What follows belongs to an exercise in optimizing a design on an open flow for small area; a production flow would make more cautious choices. In this exercise RTL edits were held to simulation tests only and were not proved equivalent to the original. Power is estimated from default activity; no workload was simulated.

==> flow/config.mk <==
export PLATFORM = sky130hd
export DESIGN_NAME = midpoint_ellipse_point_generator_unit
export DESIGN_NICKNAME = midpoint_ellipse_point_generator_unit
export VERILOG_FILES = /design/flow/design.v
export SDC_FILE = /design/flow/constraint.sdc
export NUM_CORES = 4
export LEC_CHECK = 0
export CAP_MARGIN = 20
export CORE_MARGIN = 2
export CORE_UTILIZATION = 40
export SLEW_MARGIN = 20
==> flow/design.v <==
`timescale 1ns / 1ps
`default_nettype none
package mepg_pkg;
	localparam logic [2:0] S_IDLE  = 3'd0;   
	localparam logic [2:0] S_START = 3'd1;   
	localparam logic [2:0] S_INIT  = 3'd2;   
	localparam logic [2:0] S_RC    = 3'd3;   
	localparam logic [2:0] S_PREP  = 3'd4;   
	localparam logic [2:0] S_PRES  = 3'd5;   
	localparam logic [2:0] S_WADV  = 3'd6;   
	localparam logic [2:0] S_ADV   = 3'd7;   
endpackage
`default_nettype wire
`timescale 1ns / 1ps
`default_nettype none
module mepg_ctrl (
	input  wire         clk,
	input  wire         en,
	input  wire         init,
	input  wire         cin,
	input  wire         ld,
	input  wire         ld_a,
	input  wire         b,
	input  wire         zero,
	output logic        din,
	output logic [12:0] q
);
	logic s;
	mepg_datapath u_add (
		.clk  (clk),
		.init (init),
		.cin  (cin),
		.a    (ld ? ld_a : q[0]),
		.b    (b),
		.s    (s)
	);
	assign din = s & ~zero;
	always_ff @(posedge clk) begin
		if (en) begin
			q <= {din, q[12:1]};
		end
	end
endmodule
`default_nettype wire
`timescale 1ns / 1ps
`default_nettype none
module mepg_datapath (
	input  wire  clk,
	input  wire  init,
	input  wire  cin,
	input  wire  a,
	input  wire  b,
	output logic s
);
	logic cq, ci;
	assign ci = init ? cin : cq;
	assign s  = a ^ b ^ ci;
	always_ff @(posedge clk) begin
		cq <= (a & b) | (a & ci) | (b & ci);
	end
endmodule
`default_nettype wire
`timescale 1ns / 1ps
`default_nettype none
import mepg_pkg::*;
module midpoint_ellipse_point_generator_unit
#(
	parameter int RADIUS_BITS = 10,
	parameter int COORD_BITS  = 12
) (
	input  wire                          clk,
	input  wire                          arst_n,
	input  wire                          psel,
	input  wire                          penable,
	input  wire                          pwrite,
	input  wire  [2:0]                   paddr,
	input  wire  [31:0]                  pwdata,
	output logic [31:0]                  prdata,
	output logic                         pready,
	input  wire                          item_valid,
	output logic                         item_ready,
	input  wire                          item_command,
	input  wire  [RADIUS_BITS-1:0]       item_radius_x,
	input  wire  [RADIUS_BITS-1:0]       item_radius_y,
	input  wire  signed [COORD_BITS-1:0] item_centre_x,
	input  wire  signed [COORD_BITS-1:0] item_centre_y,
	output logic                         result_valid,
	input  wire                          result_ready,
	output logic signed [COORD_BITS:0]   result_right_x,
	output logic signed [COORD_BITS:0]   result_left_x,
	output logic signed [COORD_BITS:0]   result_upper_y,
	output logic signed [COORD_BITS:0]   result_lower_y,
	output logic                         result_lower_valid,
	output logic                         result_visible,
	output logic                         result_done_res
);
	logic       upper_q;
	logic [7:0] skip_q;
	assign pready = 1'b1;
	always_ff @(posedge clk or negedge arst_n) begin
		if (!arst_n) begin
			upper_q <= 1'b0;
			skip_q  <= '0;
		end else if (psel && penable && pwrite) begin
			if (paddr[2]) begin
				skip_q <= pwdata[7:0];
			end else begin
				upper_q <= pwdata[0];
			end
		end
	end
	assign prdata = paddr[2] ? {24'b0, skip_q} : {31'b0, upper_q};
	logic       h;
	logic [4:0] q;
	logic       l20, c39, c0, q11;
	always_ff @(posedge clk or negedge arst_n) begin
		if (!arst_n) begin
			h <= 1'b0;
			q <= 5'd11;
		end else begin
			q <= (q == 5'd19) ? 5'd0 : q + 5'd1;
			h <= h ^ l20;
		end
	end
	assign l20 = (q == 5'd10);                    
	assign q11 = (q == 5'd11);                    
	assign c39 = h & l20;
	assign c0  = ~h & q11;
	logic c32, cge32, cge33;
	assign c32   = h & (q == 5'd3);
	assign cge32 = h & (q >= 5'd3) & (q <= 5'd10);
	assign cge33 = cge32 & ~c32;
	logic ge1, ge2, ge9, ge10, ge11;
	logic w0, w1, w2, w9, w10, w11;    
	logic cge2, clt37, pw, pw0, pwl;
	assign ge9   = (q <= 5'd10);                  
	assign ge10  = ge9 & (q != 5'd0);
	assign ge11  = ge10 & (q != 5'd1);
	assign ge1   = ~q11;
	assign ge2   = ~q11 & (q != 5'd12);
	assign w0    = ~h;
	assign w1    = h ^ ge1;
	assign w2    = h ^ ge2;
	assign w9    = h ^ ge9;
	assign w10   = h ^ ge10;
	assign w11   = h ^ ge11;
	assign cge2  = h | ge2;
	assign clt37 = ~(h & (q >= 5'd8) & ge9);      
	assign pw    = (~h & ge9) | (h & ~ge2);       
	assign pw0   = ~h & (q == 5'd0);
	assign pwl   = h & (q == 5'd12);
	logic       rx_s, ry_s, cx_s, cy_s;
	logic [2:0] pp;                    
	logic [3:0] p;                     
	logic       rxm, rym;
	always_comb begin
		rx_s = 1'b0;
		ry_s = 1'b0;
		cx_s = item_centre_x[COORD_BITS-1];
		cy_s = item_centre_y[COORD_BITS-1];
		if (q < 5'd10) begin
			rx_s = item_radius_x[q[3:0]];
			ry_s = item_radius_y[q[3:0]];
		end
		if (q < 5'd11) begin
			cx_s = item_centre_x[q[3:0]];
			cy_s = item_centre_y[q[3:0]];
		end
	end
	assign p   = {pp, h};
	assign rxm = (p < 4'd10) ? item_radius_x[p] : 1'b0;
	assign rym = (p < 4'd10) ? item_radius_y[p] : 1'b0;
	logic [2:0] st;
	logic       live, sec;             
	logic       dneg_q, ylt0, sat_q, vis_q, vc_q;    
	logic [2:0] m_d;
	logic in_s, in_i, in_r, in_z, in_a;
	logic is_k, is_f, is_r0, is_r1, last_k;
	logic xinc, ydec;
	assign in_s   = (st == S_START);
	assign in_i   = (st == S_INIT);
	assign in_r   = (st == S_RC);
	assign in_z   = (st == S_PREP) & ~live;
	assign in_a   = (st == S_ADV);
	assign is_k   = in_i & ~pp[2];                 
	assign is_f   = in_i & pp[2];                  
	assign last_k = in_i & (pp == 3'd3);
	assign is_r0  = in_r & ~pp[0];
	assign is_r1  = in_r & pp[0];
	assign xinc = ~sec | dneg_q;                   
	assign ydec = sec | ~dneg_q;                   
	logic [19:0] ra, rb;
	logic [39:0] rsx, rsy, rd;
	logic a0, a2, a4, b0, b2, b4, sx2, sx4, sy2, sy4, ak0, ak1, ak2;
	assign a0  = ra[0]  & w0;
	assign a2  = ra[19] & w1;
	assign a4  = ra[18] & w2;
	assign b0  = rb[0]  & w0;
	assign b2  = rb[19] & w1;
	assign b4  = rb[18] & w2;
	assign sx2 = rsx[39] & ~c0 & ~cge33;
	assign sx4 = rsx[38] & cge2 & ~cge33;
	assign sy2 = rsy[39] & ~c0;
	assign sy4 = rsy[38] & cge2;
	assign ak0 = ra[11] & w9;
	assign ak1 = ra[10] & w10;
	assign ak2 = ra[9]  & w11;
	logic x_base, x_op, x_init, x_s;
	assign x_base = in_s ? (ra[1] & ~l20 & (p != 4'd0)) : rsx[0];
	assign x_op   = in_s ? (rxm & rx_s) : ((xinc & b2) | (in_a & c32));    
	assign x_init = in_s ? q11 : c0;
	mepg_datapath u_x (.clk(clk), .init(x_init), .cin(1'b0), .a(x_base), .b(x_op), .s(x_s));
	logic y_base, y_op, y_cin, y_s;
	assign y_base = in_s ? (rb[1] & ~l20 & (p != 4'd0)) : rsy[0];
	assign y_op   = in_s ? (rym & ry_s) : (ydec & ~a2);
	assign y_cin  = ~in_s & ydec;
	mepg_datapath u_y (.clk(clk), .init(x_init), .cin(y_cin), .a(y_base), .b(y_op), .s(y_s));
	logic d_base, o1, o2, o3, i1, i2, i3, s1, s2, s3;
	assign d_base = is_k ? (rd[3] & clt37 & (pp != 3'd0)) : (is_f ? 1'b0 : rd[0]);
	always_comb begin
		o1 = 1'b0; i1 = 1'b0;
		o2 = 1'b0; i2 = 1'b0;
		o3 = 1'b0; i3 = 1'b0;
		if (in_a) begin
			o1 = xinc ? sx4 : a4;
			o2 = xinc & b4;
			o3 = ydec & sy4;  i3 = ydec;
		end else if (is_r0) begin
			o1 = sx2;         i1 = 1'b1;
			o2 = sy2;         i2 = 1'b1;
			o3 = a0;
		end else if (is_r1) begin
			o1 = a2;
			o2 = b2;          i2 = 1'b1;
			o3 = b0;          i3 = 1'b1;    
		end else if (is_k) begin
			o1 = m_d[0] & ak0;
			o2 = m_d[1] & ak1;
			o3 = m_d[2] & ak2;
		end else if (is_f) begin
			o1 = a0;
			o2 = b4;
			o3 = sy2;         i3 = 1'b1;
		end
	end
	mepg_datapath u_d1 (.clk(clk), .init(c0), .cin(i1), .a(d_base), .b(o1 ^ i1), .s(s1));
	mepg_datapath u_d2 (.clk(clk), .init(c0), .cin(i2), .a(s1),     .b(o2 ^ i2), .s(s2));
	mepg_datapath u_d3 (.clk(clk), .init(c0), .cin(i3 & ~is_r1), .a(s2),     .b(o3 ^ i3), .s(s3));
	logic ra_in, rb_in, rsx_in, rsy_in, rd_in;
	assign ra_in  = in_s ? x_s : ra[0];
	assign rb_in  = in_s ? y_s : rb[0];
	assign rd_in  = (in_a | in_r | in_i) ? s3 : rd[0];
	assign rsx_in = (in_s | is_k) ? 1'b0 :
	                in_a ? x_s : (rsx[0] & ~(in_r & cge32));           
	assign rsy_in = last_k ? (rd[39] & ~c0) :
	                in_a ? y_s : rsy[0];
	always_ff @(posedge clk) begin
		ra  <= {ra_in, ra[19:1]};
		rb  <= {rb_in, rb[19:1]};
		rsx <= {rsx_in, rsx[39:1]};
		rsy <= {rsy_in, rsy[39:1]};
		rd  <= {rd_in, rd[39:1]};
	end
	logic g_s;
	mepg_datapath u_g (.clk(clk), .init(c0), .cin(1'b1), .a(rsx_in & ~cge32), .b(~rsy_in), .s(g_s));
	always_ff @(posedge clk) begin
		if (c39 && (in_a || in_r || in_i)) begin
			dneg_q <= s3;
		end
	end
	logic pos_en, xpos_en, ld;
	logic xr_d, xl_d, yu_d, yl_d, yd_s;
	assign pos_en  = pw & (in_s | in_a | in_z);
	assign xpos_en = pos_en | (pw & is_f);
	assign ld      = in_s;
	always_comb begin
		unique case (pp[1:0])
			2'd0:    m_d = result_left_x[2:0];
			2'd1:    m_d = result_left_x[5:3];
			2'd2:    m_d = result_left_x[8:6];
			default: m_d = {2'b0, result_left_x[9]};
		endcase
	end
	mepg_ctrl u_xr (.clk(clk), .en(xpos_en), .init(pw0), .cin(in_a & xinc), .ld(ld), .ld_a(cx_s),
		.b(1'b0), .zero(in_z), .din(xr_d), .q(result_right_x));
	mepg_ctrl u_xl (.clk(clk), .en(xpos_en), .init(pw0), .cin(1'b0), .ld(ld | is_f),
		.ld_a(ld ? ry_s : result_right_x[0]),
		.b(in_a & xinc), .zero(in_z), .din(xl_d), .q(result_left_x));
	mepg_ctrl u_yu (.clk(clk), .en(pos_en), .init(pw0), .cin(1'b0), .ld(ld), .ld_a(cy_s),
		.b(ld ? ry_s : ydec), .zero(in_z), .din(yu_d), .q(result_upper_y));
	mepg_ctrl u_yl (.clk(clk), .en(pos_en), .init(pw0), .cin(ld | ydec), .ld(ld), .ld_a(cy_s),
		.b(ld & ~ry_s), .zero(in_z), .din(yl_d), .q(result_lower_y));
	mepg_datapath u_yd (.clk(clk), .init(pw0), .cin(1'b1), .a(yu_d), .b(~yl_d), .s(yd_s));
	always_ff @(posedge clk) begin
		if (pwl && pos_en) begin
			ylt0 <= yd_s;
		end
	end
	logic take_start;
	assign take_start = in_s & c39 & (pp == 3'd4);
	assign item_ready = (st == S_IDLE) ? (c39 & item_command) : take_start;
	always_ff @(posedge clk or negedge arst_n) begin
		if (!arst_n) begin
			st   <= S_IDLE;
			live <= 1'b0;
		end else begin
			unique case (st)
				S_IDLE: begin
					if (c39 && item_valid) begin
						if (!item_command) begin
							st <= S_START;
						end else if (live && !sec && !g_s) begin
							st <= S_RC;                    
						end else begin
							st <= S_PREP;
							if (sec && ylt0) begin
								live <= 1'b0;
							end
						end
					end
				end
				S_START: begin
					if (take_start) begin
						st   <= S_INIT;
						live <= 1'b1;
					end
				end
				S_INIT: begin
					if (c39 && item_valid && !item_command) begin
						st <= S_START;
					end else if (c39 && (pp == 3'd4)) begin
						st <= S_IDLE;
					end
				end
				S_RC: begin
					if (c39 && (pp == 3'd1)) begin
						st <= S_PREP;
						if (ylt0) begin
							live <= 1'b0;
						end
					end
				end
				S_PREP: begin
					if (c39) begin
						st <= S_PRES;
					end
				end
				S_PRES: begin
					if (result_ready) begin
						st <= live ? S_WADV : S_IDLE;
					end
				end
				S_WADV, S_ADV: begin
					if (c39) begin
						if (item_valid && !item_command) begin
							st <= S_START;
						end else begin
							st <= in_a ? S_IDLE : S_ADV;
						end
					end
				end
				default: begin
					st <= S_IDLE;
				end
			endcase
		end
	end
	always_ff @(posedge clk) begin
		if (take_start) begin
			sec <= 1'b0;
		end else if (in_r && c39 && (pp == 3'd1)) begin
			sec <= 1'b1;
		end
	end
	always_ff @(posedge clk) begin
		if (in_s || in_i || in_r) begin
			if (c39) begin
				pp <= ((pp == 3'd4) || (in_i && item_valid && !item_command)) ? 3'd0 : pp + 3'd1;
			end
		end else begin
			pp <= '0;
		end
	end
	logic sk_s, v_ci, v_co;
	always_comb begin
		unique case (q)
			5'd3:    sk_s = skip_q[0];
			5'd4:    sk_s = skip_q[1];
			5'd5:    sk_s = skip_q[2];
			5'd6:    sk_s = skip_q[3];
			5'd7:    sk_s = skip_q[4];
			5'd8:    sk_s = skip_q[5];
			5'd9:    sk_s = skip_q[6];
			default: sk_s = skip_q[7];
		endcase
	end
	assign v_ci = c32 ? 1'b1 : vc_q;
	assign v_co = (rsx[0] & ~sk_s) | (rsx[0] & v_ci) | (~sk_s & v_ci);
	always_ff @(posedge clk) begin
		vc_q <= v_co;
		if (take_start || (in_r && c39 && (pp == 3'd1))) begin
			sat_q <= 1'b0;
		end else if (in_a && c39 && rsx[0] && !x_s) begin
			sat_q <= 1'b1;                         
		end
		if ((st == S_PREP) && c39) begin
			vis_q <= v_co;
		end
	end
	assign result_valid       = (st == S_PRES);
	assign result_done_res    = ~live;
	assign result_visible     = live & (sat_q | vis_q);
	assign result_lower_valid = result_visible & ~upper_q;
endmodule
`default_nettype wire
==> flow/standard.sh <==
#!/bin/bash
# synth_recipe.tcl (not shown) runs the flow's synth.tcl, then flattens the netlist and writes it again
# the make line also repeats each setting of config.mk as NAME=value (left out here)
make -C /OpenROAD-flow-scripts/flow DESIGN_CONFIG=/design/flow/config.mk WORK_HOME=/design/flow/orfs CLKGATE_MAP_FILE= SYNTH_SCRIPT=/design/flow/synth_recipe.tcl "${@:-finish}"
==> flow/flow/run.sh <==
#!/bin/bash
# The standard ORFS layout (standard.sh) with these changes:
#  - synthesis maps the logic with an area-oriented ABC script (flow/abc_area.script);
#    everything else in synthesis, the registers included, is as standard;
#  - ports are buffered with sky130_fd_sc_hd__buf_1;
#  - the clock tree uses clkbuf_8 with sinks clustered, and no dummy loads;
#  - one tie cell per polarity.
# make's output goes to standard.log; each ORFS step logs under orfs/logs.
set -euo pipefail
HERE=$(pwd)
{
  echo "proc abc {args} { set i [lsearch \$args -script]; if {\$i >= 0} { lset args [expr {\$i+1}] $HERE/flow/abc_area.script }; yosys abc {*}\$args }"
  cat synth_recipe.tcl
} > synth_recipe_area.tcl
export BUFFER_PORTS_ARGS="-buffer_cell sky130_fd_sc_hd__buf_1"
export CTS_ARGS="-sink_clustering_enable -repair_clock_nets -buf_list sky130_fd_sc_hd__clkbuf_8 -sink_clustering_size 20 -sink_clustering_max_diameter 60 -dont_use_dummy_load"
export SKIP_REPAIR_TIE_FANOUT=1
bash standard.sh SYNTH_SCRIPT=$HERE/synth_recipe_area.tcl finish > standard.log 2>&1
==> flow/flow/abc_area.script <==
strash
dc2
dch -f
amap
strash
dch -f
amap
topo
dnsize -c
==> flow/constraint.sdc <==
create_clock -name core_clock -period 11.0 [get_ports {clk}]
set_input_delay 2.2000 -clock core_clock [delete_from_list [all_inputs] [get_ports {clk}]]
set_output_delay 2.2000 -clock core_clock [all_outputs]
set_load 0.01 [all_outputs]
==> run summary, run 1 <==
Outcome:
- The run finished with no timing, DRC or antenna violations.

Synth:
- The flip-flop and latch count after synthesis is 251.
- Yosys mapped a number of flops with a built-in enable equal to 55.
- The fraction of the mapped netlist area in compound gates is 12.48%.
- The synthesized instance count is 673.
- The fraction of registers with async set/reset is 7.570%.
- The netlist uses 45 different library cells.
- The primary flip-flop cell chosen by synthesis mapping is dfxtp_1.
- Counting every net in the synthesized netlist gives 783.
- The fraction of the mapped netlist area in adder cells is 4.440%.
- The dominant combinational cell family by area after synthesis is compound AO/OA/AOI/OAI gates.
- The synthesized netlist devotes 0% of its cell area to XOR and XNOR gates.
- The portion of the post-synthesis area used by sequential elements is 69.43%.
- The combined area of all synthesized cells is 8173 um2.
- The synthesized area divided by synthesized cell count is 12.14 um2.
- The simple logic cell fraction of the synthesized area is 8.053%.
- Yosys printed 3 warnings.
- The share of cell area taken by muxes after synthesis is 0%.

Clocking:
- The TritonCTS clock tree is yes.
- The total number of clock tree sinks is 251.
- The clock root buffer is clkbuf_8.
- The clock latency on the worst-skew pair is 0.53 ns.
- The post-CTS setup-driven buffer insertion count is 0.
- CTS built an H-tree with a depth of 1.
- Counting the buffers created by CTS gives 19.
- After clock tree synthesis, the clock-pin slew on the worst setup and hold paths is 0.11 ns.
- The post-cts hold buffer count is 0.
- The maximum count of clock buffers along a single path is 3.
- The number of gates resized after CTS was 0.

Routing:
- The count of unresolved DRC violations after routing is 0.
- Dividing the detail-routed via count by the number of cells gives 4.959.
- The first TritonRoute pass finished after 6 iterations.
- The average wire per cell in the routed design is 15.98 um.
- The wire length after detailed routing is 17000 um.
- The total via count after detailed routing is 5276.
- The number of DRC markers in iteration 0 is 421.
- The final antenna-violating net count is 0.

Worst hold path:
- The tightest min-delay check is of the reg2reg type.
- The worst hold path begins at rsy[19].

Die:
- During I/O placement, the number of pins put on the boundary was 177.
- The die covers 21590 um2.
- The horizontal die dimension is 146.9 um.
- The area of the placeable core is 20170 um2.
- In this run the core area contains 52 standard-cell rows.
- Once the floorplan was initialized, standard cells occupied 40.52% of the core.
- The floorplan step set the die height to 146.9 um.

Final layout:
- From synthesis to final layout, the design area changed by 11.16%.
- The filler-free cell count of the finished design is 1064.
- Cells with a size suffix above 1 make up 3.401% of the layout.
- The library cells used most frequently in the layout, excluding fill and tap cells, are dfxtp_1 (177), buf_1 (124), nor2_1 (74).
- The final antenna diode count is 0.
- The fraction of the core area covered by cells at the end of the flow is 45.04%.
- The register area is 5674 um2.
- The design area is 9085 um2.
- Summing all multi-input logic gate instances after layout gives 2063 um2.
- The library cell used most frequently in the layout, excluding fill and tap cells, is dfxtp_1.
- The final-stage net count is 906.
- Fill cells in the final layout number 1901.

Worst setup path:
- The critical path startpoint is q[1].
- The critical setup path kind is reg2out.
- The worst register-to-register path begins at q[0].
- The critical path's largest stage delay is 0.62 ns.
- The cell with the largest stage delay on the worst path is dfstp_2.
- The arrival time of the worst setup path is 4.02 ns.
- STA puts the critical path data required time at 8.80 ns.
- The category of the worst setup path capture point is an output port.
- STA classifies the critical path startpoint as a flop.
- Traced cell by cell, the critical path runs through clkinv_1 > nor2_1 > clkinv_1 > nor4_1 > ha_1 > clkinv_1 > nor2_1 > nand2_1 > o31ai_1 > buf_1.
- In this run the worst path has a maximum fanout of 8.
- The cell seen most often among critical-path stages is clkinv_1.

Placement:
- The cell area reported after detailed placement is 8822 um2.
- The count of port buffers added during placement is 125.
- The number of placed instances with taps included is 1045.
- The setup slack after placement is 5.042 ns.
- The post-DP HPWL is 12160 um.
- The congestion estimate from routability-driven global placement came to 0.9066.

Timing:
- Across the routed clock network, the largest skew measured is 0.04750 ns.
- In the final timing run, aggregate negative setup slack is 0 ns.
- Setup repair after global routing left no endpoint under its margin.
- The transition time at the pin with the least slew margin is 0.9117 ns.
- The post-route worst setup slack is 4.777 ns.
- The worst-case headroom to the max-slew limit is 39.08%.
- The number of setup violations in the final report is 0.
- The total count of hold-check failures in the final report came to 0.
- Static timing analysis puts the maximum clock frequency at 0.1607 GHz.
- The worst hold margin is 0.2796 ns.
- Dividing the final minimum period by the clock period gives 56.57%.
- The clock period minus final worst setup slack is 6.223 ns.
- The max-slew violation total from the final report was 0.

GRT:
- The number of global-route vias before repair is 5019.
- Entering global routing, the biggest net connects 29 pins.
- The initial antenna violation count is 0.
- In the global route stage, overall resource usage came out at 15.51%.
- After global routing the overflow that remains totals 0.
- The global-route wire length before repair is 26860 um.

Power and ir drop:
- Power spread over the standard cell area amounts to 256.6 nW/um2.
- Across the VDD grid, the largest voltage drop is 0.1297 mV.
- The design draws 2.331 mW.
- For this design the static power due to leakage is 3.301 nW.

Job:
- Max-cap violations in this run came to 0.
==> cell usage after synthesis (2+ instances only) <==
library cell | n | area, um2
a211oi_1 | 3 | 22.52
a21oi_1 | 31 | 155.2
a221o_1 | 2 | 20.02
a221oi_1 | 6 | 52.55
a222oi_1 | 4 | 40.04
a22o_1 | 6 | 52.55
a22oi_1 | 7 | 52.55
a311oi_1 | 3 | 26.28
a31oi_1 | 8 | 50.05
and3_1 | 2 | 12.51
buf_4 | 25 | 187.7
clkinv_1 | 70 | 262.8
conb_1 | 2 | 7.510
dfrtp_1 | 16 | 400.4
dfstp_2 | 3 | 78.83
dfxtp_1 | 177 | 3543
edfxtp_1 | 55 | 1652
fa_1 | 10 | 200.2
ha_1 | 13 | 162.7
nand2_1 | 35 | 131.4
nand3_1 | 8 | 40.04
nand4_1 | 4 | 25.02
nor2_1 | 74 | 277.8
nor2b_1 | 4 | 25.02
nor3_1 | 16 | 80.08
nor4_1 | 4 | 25.02
o211ai_1 | 2 | 15.01
o21a_1 | 2 | 15.01
o21ai_0 | 23 | 115.1
o221ai_1 | 12 | 105.1
o22a_1 | 3 | 26.28
o22ai_1 | 19 | 118.9
o31ai_1 | 3 | 22.52
o32ai_1 | 7 | 61.31
o41ai_1 | 2 | 17.52
or2_0 | 3 | 18.77
==> path summary, 6_finish.rpt <==
check,endpoint,slack (ns),depth (start not counted)
worst max-delay path,item_ready,4.78,10
worst min-delay path,rsy[18],0.28,0
worst max register to register,st[0],5.68,17
worst min register to register,rsy[18],0.28,0
max in group asynchronous,q[0],8.99,1
min in group asynchronous,skip_q[6],1.61,1
==> worst max-delay path: cells and delay by family, from the launching register on <==
family,cells,cell delay [ns]
simple gates,4,1.34
buf+inv,4,0.98
flops,1,0.62
fa+ha+maj,1,0.45
compound gates,1,0.12
==> layer usage <==
metal  vias to the layer above  GRT usage (%)  share of wire (%)
li1                       2579              -                  -
met1                      2482          22.21                 47
met2                       181          24.39                 44
met3                        34          2.733                6.0
met4                         0          4.423                2.9
met5                         -              0                  0
==> state kept, by name, summed over array words and instances (netlist names), 3 cells and up <==
name / cells
rd: 40
rsx: 40
rsy: 40
ra: 20
rb: 20
u_xl.q: 13
u_xr.q: 13
u_yl.q: 13
u_yu.q: 13
skip_q: 8
q: 5
pp: 3
st: 3
==> cells by family after synthesis <==
family / Yosys count
other cells: 2
flops: 251
buf+inv: 95
compound gates: 149
fa+ha+maj: 23
simple gates: 153
==> power by group <==
part	internal, mW	leakage, nW	switching, mW
sequential	1.25	2.19	0.100
combinational	0.177	0.971	0.383
clock	0.156	0.137	0.263
==> layout make-up <==
cell class | count | area share (%)
Sequential cell | 251 | 62.46
Multi-Input combinational cell | 327 | 22.71
Timing Repair Buffer | 127 | 5.344
Tap cell | 270 | 3.718
Inverter | 70 | 2.892
Clock buffer | 19 | 2.878
==> inputs of run 2 (changes only) <==
--- a/flow/flow/run.sh
+++ b/flow/flow/run.sh
@@ -13,6 +13,6 @@
   cat synth_recipe.tcl
 } > synth_recipe_area.tcl
 export BUFFER_PORTS_ARGS="-buffer_cell sky130_fd_sc_hd__buf_1"
-export CTS_ARGS="-sink_clustering_enable -repair_clock_nets -buf_list sky130_fd_sc_hd__clkbuf_8 -sink_clustering_size 20 -sink_clustering_max_diameter 60 -dont_use_dummy_load"
+export CTS_ARGS="-sink_clustering_enable -repair_clock_nets -buf_list sky130_fd_sc_hd__clkbuf_8 -sink_clustering_size 22 -sink_clustering_max_diameter 60 -dont_use_dummy_load"
 export SKIP_REPAIR_TIE_FANOUT=1
 bash standard.sh SYNTH_SCRIPT=$HERE/synth_recipe_area.tcl finish > standard.log 2>&1
==> run summary, run 2 <==
Power and ir drop:
- In this run the static leakage power is 3.294 nW.
- In this run the power density over the cells is 255.6 nW/um2.
- Across the VDD grid, the largest voltage drop is 0.1300 mV.
- The design draws 2.318 mW.

Job:
- Max-cap violations in this run came to 0.

Synth:
- Of the synthesized area, sequential elements account for 69.43%.
- Synthesis handed over a netlist of 673 instances.
- Counting flops with an async set or reset pin after synthesis yields a share of 7.570%.
- The most used standard cell by instance count after synthesis is dfxtp_1.
- The primary flip-flop cell chosen by synthesis mapping is dfxtp_1.
- The synthesized netlist occupies a cell area of 8173 um2.
- The share of synthesized area in the top cell type comes to 43.36%.
- After synthesis, the most frequently instantiated cells are dfxtp_1 (177), nor2_1 (74), clkinv_1 (70), edfxtp_1 (55), nand2_1 (35).
- In this run, distinct cell masters in the synthesized netlist total 45.
- Yosys printed 3 warnings.
- Yosys mapped a number of flops with a built-in enable equal to 55.
- The net count after synthesis is 783.
- The synthesized area divided by synthesized cell count is 12.14 um2.
- The flip-flop and latch count after synthesis is 251.
- The largest total area in the synthesized netlist belongs to dfxtp_1.
- Yosys attributes the largest share of cell area to dfxtp_1 (43%), edfxtp_1 (20%), dfrtp_1 (4.9%), nor2_1 (3.4%), clkinv_1 (3.2%).

Clocking:
- The clock root buffer is clkbuf_8.
- Post-CTS timing repair inserted 0 buffers for setup.
- The clock transition at the registers of the reported paths is 0.12 ns.
- For this design, the CTS-stage hold fixing added 0 buffers.
- Once the clock tree was built, the resizer swapped 0 gates to a different size.
- No sink is reached through more buffers than the 3 on the longest clock path.
- CTS built an H-tree with a depth of 1.
- Counting the buffers created by CTS gives 18.
- Clock latency on the worst-skew pair, taken at its later pin, is 0.52 ns.
- The total number of clock tree sinks is 251.
- TritonCTS built the clock tree.

Timing:
- At the pin with the least slew margin, the transition time is 0.9165 ns.
- After layout, the minimum clock period comes to 6.191 ns.
- Clock skew on the completed layout was measured at 0.05857 ns.
- Based on the critical path, the design can be clocked at up to 0.1615 GHz.
- The total count of hold-check failures in the final report is 0.
- The ratio of final minimum period to clock period is 56.28%.
- The max-slew violation total from the final report is 0.
- The worst-case headroom to the max-slew limit is 38.77%.
- For the final routed database, the setup TNS stands at 0 ns.
- Setup repair after global routing left no endpoint under its margin.
- Setup violations remaining at the end of the flow were counted as 0.

GRT:
- Global routing consumed, on the met1 layer, 22.25% of the routing resources.
- In the global route stage, met2 resource usage came out at 24.34%.
- The routing usage on met3 is 2.950%.
- Global routing finished with a remaining overflow of 0.
- The initial antenna violation count came to 0.
- The layer flagged by global routing as most heavily used is met2.
- The number of global-route vias before repair is 5014.
- In the global route stage, overall resource usage came out at 15.52%.
- The first global-routing pass estimated 26940 um of wire.
- The largest net degree at the start of global routing is 29.

Worst hold path:
- The worst hold path was traced through 0 stages.
- The worst hold path class is reg2reg.

Final layout:
- The final-stage net count is 905.
- The largest registers in the layout are rd x40, rsx x40, rsy x40.
- In the layout the commonest cells are dfxtp_1 (177), buf_1 (124), nor2_1 (74).
- The filler cells instantiated in the layout total 1901.
- 0 antenna diodes ended up in the layout.
- The area growth from synthesis to final layout is 10.99%.
- The proportion of layout cells with a drive suffix above 1 is 3.279%.
- After routing the design area is 9071 um2.
- The library cell used most frequently in the layout, excluding fill and tap cells, is dfxtp_1.

Die:
- In this run the vertical extent of the chip is 146.9 um.
- 177 I/O pins were placed.
- The horizontal die dimension is 146.9 um.
- In this run the core area contains 52 standard-cell rows.
- The floorplan step defined a core boundary enclosing 20170 um2.
- The effective utilization at floorplan is 40.52%.
- The floorplan step defined a die boundary enclosing 21590 um2.

Routing:
- The first-pass detailed-route iteration total is 5.
- The count of unresolved DRC violations after routing is 0.
- The wire length after detailed routing is 16980 um.
- The average wire per cell in the routed design is 15.97 um.
- The detail route stage leaves a number of antenna-violating nets equal to 0.
- The number of DRC markers in iteration 0 is 453.
- The mean number of vias per cell is 4.943.
- The total via count after detailed routing is 5254.

Worst setup path:
- The required time at the endpoint of the critical path is 8.80 ns.
- The arrival time of the worst setup path is 3.99 ns.
- The critical path is of the reg2out type.
- The category of the worst setup path capture point is an output port.
- The worst setup path is launched from a flop.
- Of all nets on the critical path, the largest fanout is 8.
- The number of cells on the worst reg-to-reg path is 17.

Placement:
- The count of buffers added on input and output ports is 125.
- The congestion estimate from routability-driven global placement came to 0.9066.
- In this run the cell area measured after placement is 8822 um2.
- The post-DP HPWL is 12160 um.

Outcome:
- The run finished with no timing, DRC or antenna violations.
==> run 2: changes by cell type in the layout (fill, tap and decap cells not counted) <==
cell      previous run  this run
clkbuf_8            19        18
==> run 2: worst paths after layout <==
check	slack, ns	startpoint	to
worst max-delay path	4.81	q[1]	item_ready
max in group asynchronous	8.96	arst_n	q[0]
worst min-delay path	0.29	rd[23]	rd[22]
min in group asynchronous	1.65	arst_n	skip_q[6]
worst max register to register	5.69	q[0]	st[0]
worst min register to register	0.29	rd[23]	rd[22]
==> run 2: through the flow <==
stage / instances / util (%) / setup WS, ns / hold WS (ns)
after CTS: 1063 / 44.97 / 4.855 / 0.2854
after floorplan: 673 / - / 5.657 / 0.3096
final: 1063 / 44.98 / 4.809 / 0.2891
after global routing: 1063 / 44.98 / 4.473 / 0.2889
after global placement: 1045 / 43.74 / 4.976 / 0.3103
after detailed placement: 1045 / 43.74 / 5.042 / 0.3121
==> run 2: final cells by class <==
cell class / instances / area [um2] / share of cell area [%]
Sequential cell: 251 / 5674 / 62.55
Multi-Input combinational cell: 327 / 2063 / 22.74
Timing Repair Buffer: 127 / 485.5 / 5.352
Tap cell: 270 / 337.8 / 3.724
Inverter: 70 / 262.8 / 2.897
Clock buffer: 18 / 247.7 / 2.731
==> run 2: report_power, final <==
| part | leakage (nW) | internal (mW) | switching, mW |
|---|---|---|---|
| Sequential | 2.19 | 1.25 | 0.101 |
| Clock | 0.129 | 0.148 | 0.259 |
| Combinational | 0.971 | 0.177 | 0.382 |
| Total | 3.29 | 1.58 | 0.741 |
==> run 2: cell families (layout without fill, tap and decap cells) <==
family | count (synthesis) | in the layout | share of synthesized area, %
buf+inv | 95 | 215 | 5.511
fa+ha+maj | 23 | 23 | 4.440
simple gates | 153 | 153 | 8.053
other cells | 2 | 2 | 0.09189
compound gates | 149 | 149 | 12.48
flops | 251 | 251 | 69.43
==> run 2: routing by layer <==
metal | part of all wire, % | up-vias
met5 | 0 | -
met4 | 2.3 | 0
met3 | 7.4 | 30
met2 | 44 | 185
met1 | 46 | 2461
li1 | - | 2578
==> run 2: critical path, cell delays in order (launching register included) <==
cell	delay, ns
dfstp_2	0.62
clkinv_1	0.27
nor2_1	0.46
clkinv_1	0.18
nor4_1	0.42
ha_1	0.45
clkinv_1	0.35
nor2_1	0.31
nand2_1	0.15
o31ai_1	0.12
buf_1	0.19
==> inputs of run 3 (changes only) <==
--- a/flow/flow/run.sh
+++ b/flow/flow/run.sh
@@ -13,6 +13,6 @@
   cat synth_recipe.tcl
 } > synth_recipe_area.tcl
 export BUFFER_PORTS_ARGS="-buffer_cell sky130_fd_sc_hd__buf_1"
-export CTS_ARGS="-sink_clustering_enable -repair_clock_nets -buf_list sky130_fd_sc_hd__clkbuf_8 -sink_clustering_size 22 -sink_clustering_max_diameter 60 -dont_use_dummy_load"
+export CTS_ARGS="-sink_clustering_enable -repair_clock_nets -buf_list sky130_fd_sc_hd__clkbuf_8 -sink_clustering_size 20 -sink_clustering_max_diameter 70 -dont_use_dummy_load"
 export SKIP_REPAIR_TIE_FANOUT=1
 bash standard.sh SYNTH_SCRIPT=$HERE/synth_recipe_area.tcl finish > standard.log 2>&1
==> run summary, run 3 <==
Synth:
- The library cell occupying the most area in the post-synthesis netlist is dfxtp_1.
- Yosys printed 3 warnings.
- The count of flip-flops with a built-in enable after synthesis is 55.
- After synthesis, the share of flip-flops with an asynchronous set or reset is 7.570%.
- The synthesized instance count is 673.
- The combined area of all synthesized cells is 8173 um2.
- Summing the sequential cell areas from Yosys gives 69.43% of the chip area.
- The primary flip-flop cell chosen by synthesis mapping is dfxtp_1.
- The synthesized netlist contains 45 unique library cells.
- The flip-flop and latch count after synthesis is 251.
- Each instance of the synthesized netlist takes up on average 12.14 um2.
- The number of nets in the synthesized netlist is 783.
- In the post-synthesis netlist, the cell with the most instances is dfxtp_1.
- Ranked by total cell area, the synthesized netlist is headed by dfxtp_1 (43%), edfxtp_1 (20%), dfrtp_1 (4.9%), nor2_1 (3.4%), clkinv_1 (3.2%).
- After synthesis, the most frequently instantiated cells are dfxtp_1 (177), nor2_1 (74), clkinv_1 (70), edfxtp_1 (55), nand2_1 (35).
- The share of synthesized area in the top cell type comes to 43.36%.

Worst setup path:
- The maximum net fanout on the critical path is 8.
- The number of cells on the worst reg-to-reg path is 17.
- The worst setup path is launched from a flop.
- The critical path goes through clkinv_1 > nor2_1 > clkinv_1 > nor4_1 > ha_1 > clkinv_1 > nor2_1 > nand2_1 > o31ai_1 > buf_1.
- The required time at the endpoint of the critical path is 8.80 ns.
- The critical path's largest stage delay is 0.63 ns.
- The critical path buffer and inverter count is 4.
- The slowest stage of the critical path is the dfstp_2 cell.
- STA classifies the critical path endpoint as an output port.
- For the worst setup path, the data arrival time is 3.98 ns.
- The largest delay contributor family on the critical path is simple AND/OR/NAND/NOR gates.
- In this design, the critical path's most frequently occurring cell is clkinv_1.
- The worst setup path is of the reg2out kind.
- The logic depth of the worst setup path including buffers is 10.

Timing:
- The worst-case headroom to the max-slew limit is 37.50%.
- The max-slew violation total from the final report is 0.
- At the pin with the least slew margin, the transition time is 0.9354 ns.
- Setup repair after global routing left no endpoint under its margin.
- The ratio of final minimum period to clock period is 56.21%.
- The worst path in the final design needs a cycle of 6.183 ns, including I/O delays and setup.
- Setup violations remaining at the end of the flow were counted as 0.
- Across the routed clock network, the largest skew measured is 0.06560 ns.
- The total count of hold-check failures in the final report is 0.
- The sum of negative setup slack is 0 ns.
- The achievable clock frequency is 0.1617 GHz.

Worst hold path:
- The worst hold path was traced through 0 stages.
- The worst hold path class is reg2reg.

Clocking:
- The post-CTS setup-driven buffer insertion count is 0.
- The clock root buffer is clkbuf_8.
- The TritonCTS clock tree is yes.
- The quantity of gates resized following cts is 0.
- The clock latency on the worst-skew pair is 0.53 ns.
- The number of buffers inserted during clock tree synthesis is 17.
- Clock-pin slew was measured on the worst setup and hold paths at 0.11 ns.
- The post-cts hold buffer count is 0.
- The clock passes through at most 3 buffers.
- The total number of clock tree sinks is 251.
- CTS built an H-tree with a depth of 1.

Outcome:
- The flow ran to the end and the layout has no timing, DRC or antenna violations.

Routing:
- After the first detailed-routing iteration, the DRC count stood at 406.
- In the routed design, unresolved DRC markers number 0.
- The average wire per cell in the routed design is 15.95 um.
- The first-pass detailed-route iteration total is 5.
- The final antenna-violating net count is 0.
- The mean number of vias per cell is 4.980.
- The total via count after detailed routing is 5289.
- The wire length after detailed routing is 16930 um.

Final layout:
- The most common library cell in the layout ignoring fill and taps is dfxtp_1.
- After filler insertion, the fill cell instance count of the layout stands at 1899.
- The filler-free cell count of the finished design is 1062.
- The area growth from synthesis to final layout is 10.82%.
- The register area is 5674 um2.
- The multi-input combinational cells in the finished layout cover a total of 2063 um2.
- Leaving out fill and tap cells, the most frequent cells in the layout are dfxtp_1 (177), buf_1 (124), nor2_1 (74).
- The proportion of layout cells with a drive suffix above 1 is 3.157%.
- The final-stage net count is 904.
- The largest registers in the layout are rd x40, rsx x40, rsy x40.
- 0 antenna diodes ended up in the layout.

GRT:
- The global routing usage summed across all routing layers is 15.48%.
- The first global-routing pass estimated 26820 um of wire.
- The number of global-route vias before repair is 4994.
- The initial antenna violation count came to 0.
- Entering global routing, the biggest net connects 29 pins.
- For this run the aggregate overflow at the end of global routing stands at 0.

Die:
- The placement row count is 52.
- The floorplan step defined a core boundary enclosing 20170 um2.
- Pin placement for this block handled 177 I/O pins.
- The effective utilization at floorplan is 40.52%.
- The floorplan step set the die width to 146.9 um.
- The die area is 21590 um2.
- In this run the vertical extent of the chip is 146.9 um.

Placement:
- In this run, placement finished with an instance count of 1045.
- In this run the tool buffered the top-level ports with 125 buffer cells.
- At the end of routability-driven placement, the weighted congestion stood at 0.9066.
- Detailed placement ended at an HPWL of 12160 um.

Power and ir drop:
- The leakage power summed over all cells is 3.286 nW.
- In this run the power density over the cells is 255.2 nW/um2.
- VDD sags by at most 0.08374 mV.

Job:
- The tool flagged a number of max-cap violations equal to 0.
[run 3: cell counts after synthesis]
Identical to the previous run, type by type.
[run 3: cell type report]
type,count,share of cell area [%]
inverters,70,2.901
well taps,270,3.730
multi-input cells,327,22.78
flip-flops and latches,251,62.65
clock buffers,17,2.583
repair buffers,127,5.360
[run 3: cell families after synthesis]
kind of cell    synth area share (%)
compound gates                 12.48
fa+ha+maj                      4.440
buf+inv                        5.511
flops                          69.43
other cells                  0.09189
simple gates                   8.053
[run 3: final timing paths]
path / from / end / slack (ns)
setup / recovery: q[1] / item_ready / 4.82
hold / removal: rsy[26] / rsy[25] / 0.27
setup reg to reg: q[0] / st[0] / 5.67
hold reg to reg: rsy[26] / rsy[25] / 0.27
max in group asynchronous: arst_n / h / 8.99
min in group asynchronous: arst_n / live / 1.61
[run 3: metal layers]
metal	part of all wire, %	up-vias	global-route usage (%)
met3	6.0	28	2.516
li1	-	2580	-
met2	45	181	24.69
met1	46	2500	22.07
met4	2.3	0	4.231
met5	0	-	0
[run 3: stage by stage]
stage               power (mW)  worst slack (ns)  util, %  hold WS (ns)  instance area, um2
detailed placement       1.939             5.042    43.74        0.3121                8822
finish                   2.311             4.817    44.91        0.2721                9057
floorplan                1.701             5.657        -        0.3096                8173
global route             2.457             4.462    44.91        0.2671                9057
CTS                      2.343             4.848    44.90        0.2724                9056
global placement         1.932             4.976    43.74        0.3103                8822
[run 3: report_power, final]
| part | switching (mW) | internal [mW] | total (mW) | leakage (nW) |
|---|---|---|---|---|
| logic | 0.384 | 0.177 | 0.562 | 0.971 |
| clock network | 0.258 | 0.140 | 0.398 | 0.122 |
| registers | 0.100 | 1.25 | 1.35 | 2.19 |

-- static timing again, ports no longer ideal --
The results above use ideal ports. As a check the final layouts listed here were re-extracted and re-timed, cells and wires unchanged.
Step 1: set_driving_cell puts a clkbuf_16 on clk and a buf_2 on each other input, an assumption about the parent block.
Step 2 times the ports against the registers' clock, not the clock port: input delays grow and output delays shrink by t, the midpoint of the rising clock arrivals with the driver on.
a / b / c = ideal ports / drivers / drivers and shift; a / b = the first two.
| run | t, ns | setup WS [ns] | clock arrival spread, ns |
|---|---|---|---|
| run 1 | 0.538 | 4.777 / 4.744 / 4.995 | 0.083 / 0.083 |
| run 2 | 0.524 | 4.809 / 4.776 / 4.990 | 0.059 / 0.059 |
| run 3 | 0.535 | 4.817 / 4.780 / 4.964 | 0.066 / 0.066 |
After both steps every run listed still meets setup and hold.
